This is an optimization exercise on Yosys and OpenROAD, whose aim is small area, a short achievable clock period and few clock cycles per item, not a production implementation.
The RTL was checked by simulation tests, not by an equivalence proof against the original design.
Power is estimated from default activity; no workload was simulated.

## dirty_tracked_field_store_core
module dirty_tracked_field_store_core
(
   input  wire logic                   clock,
   input  wire logic                   reset,
   input  wire logic                   req_tvalid,
   output logic                        req_tready,
   input  wire logic [REQ_TDATA_W-1:0] req_tdata,
   input  wire logic [CMD_W-1:0]       req_tuser,
   output logic                        rsp_tvalid,
   input  wire logic                   rsp_tready,
   output logic [RSP_TDATA_W-1:0]      rsp_tdata,
   output logic [ST_W-1:0]             rsp_tuser,
   output logic                        rsp_tlast,
   input  wire logic                   csr_valid,
   output logic                        csr_ready,
   input  wire logic [0:0]             csr_index,
   input  wire logic [CNT_W-1:0]       csr_data
);
   logic [CNT_W-1:0]  count_ff;
   logic              world_ff;
   logic [CNT_W-1:0]  eff_cnt;
   logic              seq_valid;
   logic              hold, hold_next;
   dtfs_pkg::rsp_type seq_data, out_data;
   assign csr_ready = 1'b1;
   always_ff @(posedge clock) begin
      if (reset) begin
         count_ff <= FIELDS_RESET;
         world_ff <= 1'b0;
      end else if (csr_valid) begin
         if (csr_index == CSR_FIELDS_IN_USE) begin
            count_ff <= csr_data;
         end else begin
            world_ff <= csr_data[0];
         end
      end
   end
   assign eff_cnt = count_ff[CNT_W-1] ? 7'd64 : count_ff;
   dtfs_seq u_seq (
      .clock     (clock),
      .reset     (reset),
      .cnt       (eff_cnt),
      .in_world  (world_ff),
      .in_valid  (req_tvalid),
  ...
Size in the first run: ~6900 cells after synthesis, about 2700 flip-flops, ~160 I/O pins, roughly 100000 um^2 of cells after synthesis.
Settings: LEC_CHECK=0, ABC_CLOCK_PERIOD_IN_PS=3000, CAP_MARGIN=20, CORE_MARGIN=2, CORE_UTILIZATION=62, CTS_CLUSTER_DIAMETER=60, CTS_CLUSTER_SIZE=30, PLACE_DENSITY=0.72, SETUP_SLACK_MARGIN=4.7, SLEW_MARGIN=20, TNS_END_PERCENT=100; clock period 8.0 ns.
run.sh (not shown) runs the stock make flow with config.mk's settings and CLKGATE_MAP_FILE= SYNTH_SCRIPT=/design/flow/synth_recipe.tcl, a recipe that flattens the netlist after the stock synthesis.
Testbench counts at the start, summed over its fixed seeds: cycles 20,762, items 12,000.
Then changed:
--- a/flow/design.v
+++ b/flow/design.v
@@ -276,14 +276,24 @@
          if (a_bad_idx) begin
             a_st = ST_BAD_INDEX;
          end else if (a_bad_lane) begin
             a_st = ST_BAD_LANE;
          end
       end
    end
+   logic [IDX_W-1:0] a_de_idx;
+   always_comb begin
+      a_de_idx = '0;
+      for (int r = 0; r < NR; r++) begin
+         if (q_sel_e_ff[r] || q_sel_o_ff[r]) begin
+            a_de_idx = a_de_idx | {RW'(r), 1'b0};
+         end
+      end
+      a_de_idx[0] = (q_sel_o_ff != '0);
+   end
    logic             b_changed, b_enl, b_mark_old;
    logic [VAL_W-1:0] b_new;
    dtfs_pkg::rsp_type b_res;
    assign b_new  = b_idx_ff[0] ? b_new_o_ff : b_new_e_ff;
    assign b_changed = (b_we_e_ff && (b_new_e_ff != b_old_e_ff)) ||
                       (b_we_o_ff && (b_new_o_ff != b_old_o_ff));
    assign b_enl     = b_changed && in_world && !pending_ff;
@@ -322,15 +332,14 @@
          b_res.delist  = pending_ff && b_drop_ff;
          b_res.pending = 1'b0;
       end
    end
    assign out_valid = b_v_ff && adv;
    assign out_data  = b_res;
    logic [NF-1:0]    w_src, w_one, w_rest, cnt_mask;
-   logic [IDX_W-1:0] w_first;
    logic             w_empty, w_done, w_busy;
    logic             w_many;                 
    logic [NF/2-1:0]  w_any1, w_many1;
    logic [NF/4-1:0]  w_any2, w_many2;
    logic [NF/8-1:0]  w_any3, w_many3;
    logic [NF/16-1:0] w_any4, w_many4;
    logic [NF/32-1:0] w_any5, w_many5;
@@ -371,30 +380,24 @@
       if (we_e) begin
          nz_e_next[wa_e] = (wd_e != '0);
       end
       if (we_o) begin
          nz_o_next[wa_o] = (wd_o != '0);
       end
       for (int i = 0; i < NR; i++) begin
-         w_all[2*i]   = nz_e_ff[i] & cnt_mask[2*i];
-         w_all[2*i+1] = nz_o_ff[i] & cnt_mask[2*i+1];
+         w_all[2*i]   = nz_e_next[i] & cnt_mask[2*i];
+         w_all[2*i+1] = nz_o_next[i] & cnt_mask[2*i+1];
       end
    end
    always_comb begin
       w_src   = w_rest_ff;
       w_rest  = w_src & (w_src - 1'b1);
       w_one   = w_src & ~w_rest;
       w_empty = (w_src == '0);
       w_done  = !w_many;
-      w_first = '0;
-      for (int i = 0; i < NF; i++) begin
-         if (w_one[i]) begin
-            w_first = w_first | IDX_W'(i);
-         end
-      end
    end
    logic [NR-1:0]    in_sel_e, in_sel_o;
    logic [CNT_W-1:0] cnt_m1;
    always_comb begin
       for (int r = 0; r < NR; r++) begin
          in_sel_o[r] = (in_idx[IDX_W-1:1] == RW'(r));
       end
@@ -411,16 +414,16 @@
    always_comb begin
       w_start_next = w_start_ff;
       w_load_next  = w_load_ff;
       w_walk_next  = w_walk_ff;
       if (!w_busy) begin
          w_start_next = accept && (in_cmd == CMD_DUMP);
       end else if (adv) begin
-         w_start_next = w_start_ff && (we_e || we_o);
-         w_load_next  = w_start_ff && !(we_e || we_o);
+         w_start_next = 1'b0;
+         w_load_next  = w_start_ff;
          w_walk_next  = (w_load_ff || w_walk_ff) && !w_done;
       end
    end
    always_ff @(posedge clock) begin
       if (reset) begin
          nz_e_ff    <= '0;
          nz_o_ff    <= '0;
@@ -493,25 +496,24 @@
             q_sel_e_ff <= in_sel_e;
             q_fwd_e_ff <= a_we_e && ((q_sel_e_ff & in_sel_e) != '0);
             q_fwd_o_ff <= a_we_o && ((q_sel_o_ff & in_sel_o) != '0);
          end else begin
             q_de_ff   <= !w_empty;
             q_last_ff <= w_done;
             q_cmd_ff  <= w_empty ? CMD_EMPTY : CMD_DUMP;
-            q_idx_ff  <= w_first;
             for (int r = 0; r < NR; r++) begin
                q_sel_e_ff[r] <= w_one[2*r];
                q_sel_o_ff[r] <= w_one[2*r+1];
             end
             q_fwd_e_ff <= 1'b0;
             q_fwd_o_ff <= 1'b0;
             w_rest_ff  <= w_start_ff ? w_all : w_rest;
          end
          b_cmd_ff   <= q_cmd_ff;
-         b_idx_ff   <= q_idx_ff;
+         b_idx_ff   <= q_de_ff ? a_de_idx : q_idx_ff;
          b_ea_ff    <= q_idx_ff[IDX_W-1:1] + RW'(q_idx_ff[0]);
          b_drop_ff  <= q_drop_ff;
          b_de_ff    <= q_de_ff;
          b_last_ff  <= q_last_ff;
          b_st_ff    <= a_st;
          b_new_e_ff <= a_new_e;
          b_new_o_ff <= a_new_o;
Outcome:
- The new run passed the timing, design-rule and antenna checks
- setup slack gets worse by 0.14 ns
- register-to-register slack gets worse by 0.14 ns
- worst hold slack gets worse by 0.0073 ns
- final cell count decreases slightly
- global-route usage increases by 0.46 points
- critical path depth increases by 4
- power decreases by a few percent
Testbench counts after the change, summed over its fixed seeds: cycles 20,626, items 12,000.

port drivers added, routing unchanged:
The flow's constraints put no driver on any port. The routed layouts listed below were extracted and timed again, unchanged, in two steps.
Step 1: set_driving_cell puts a clkbuf_16 on clock and a buf_2 on each other input, an assumption about the parent block.
Step 2, shift: input delay + t, output delay - t, t = (earliest + latest rising clock arrival at the registers) / 2. This alone moves slack from input paths to output paths.
Slacks: ideal ports / drivers / drivers and shift; pairs: ideal ports / drivers.
| run | t, ns | setup WS [ns] | worst setup path after step 2 | worst slew at a driven data input, ns |
|---|---|---|---|---|
| the first run | 0.934 | 4.632 / 4.590 / 3.868 | input to register | 0.10 |
| the second run | 0.924 | 4.492 / 4.492 / 3.957 | input to register | 0.23 |
After both steps every run listed still meets setup and hold. For the first run, which loses most, drivers alone change the setup slack by -0.042 ns; drivers and shift together by -0.764 ns.
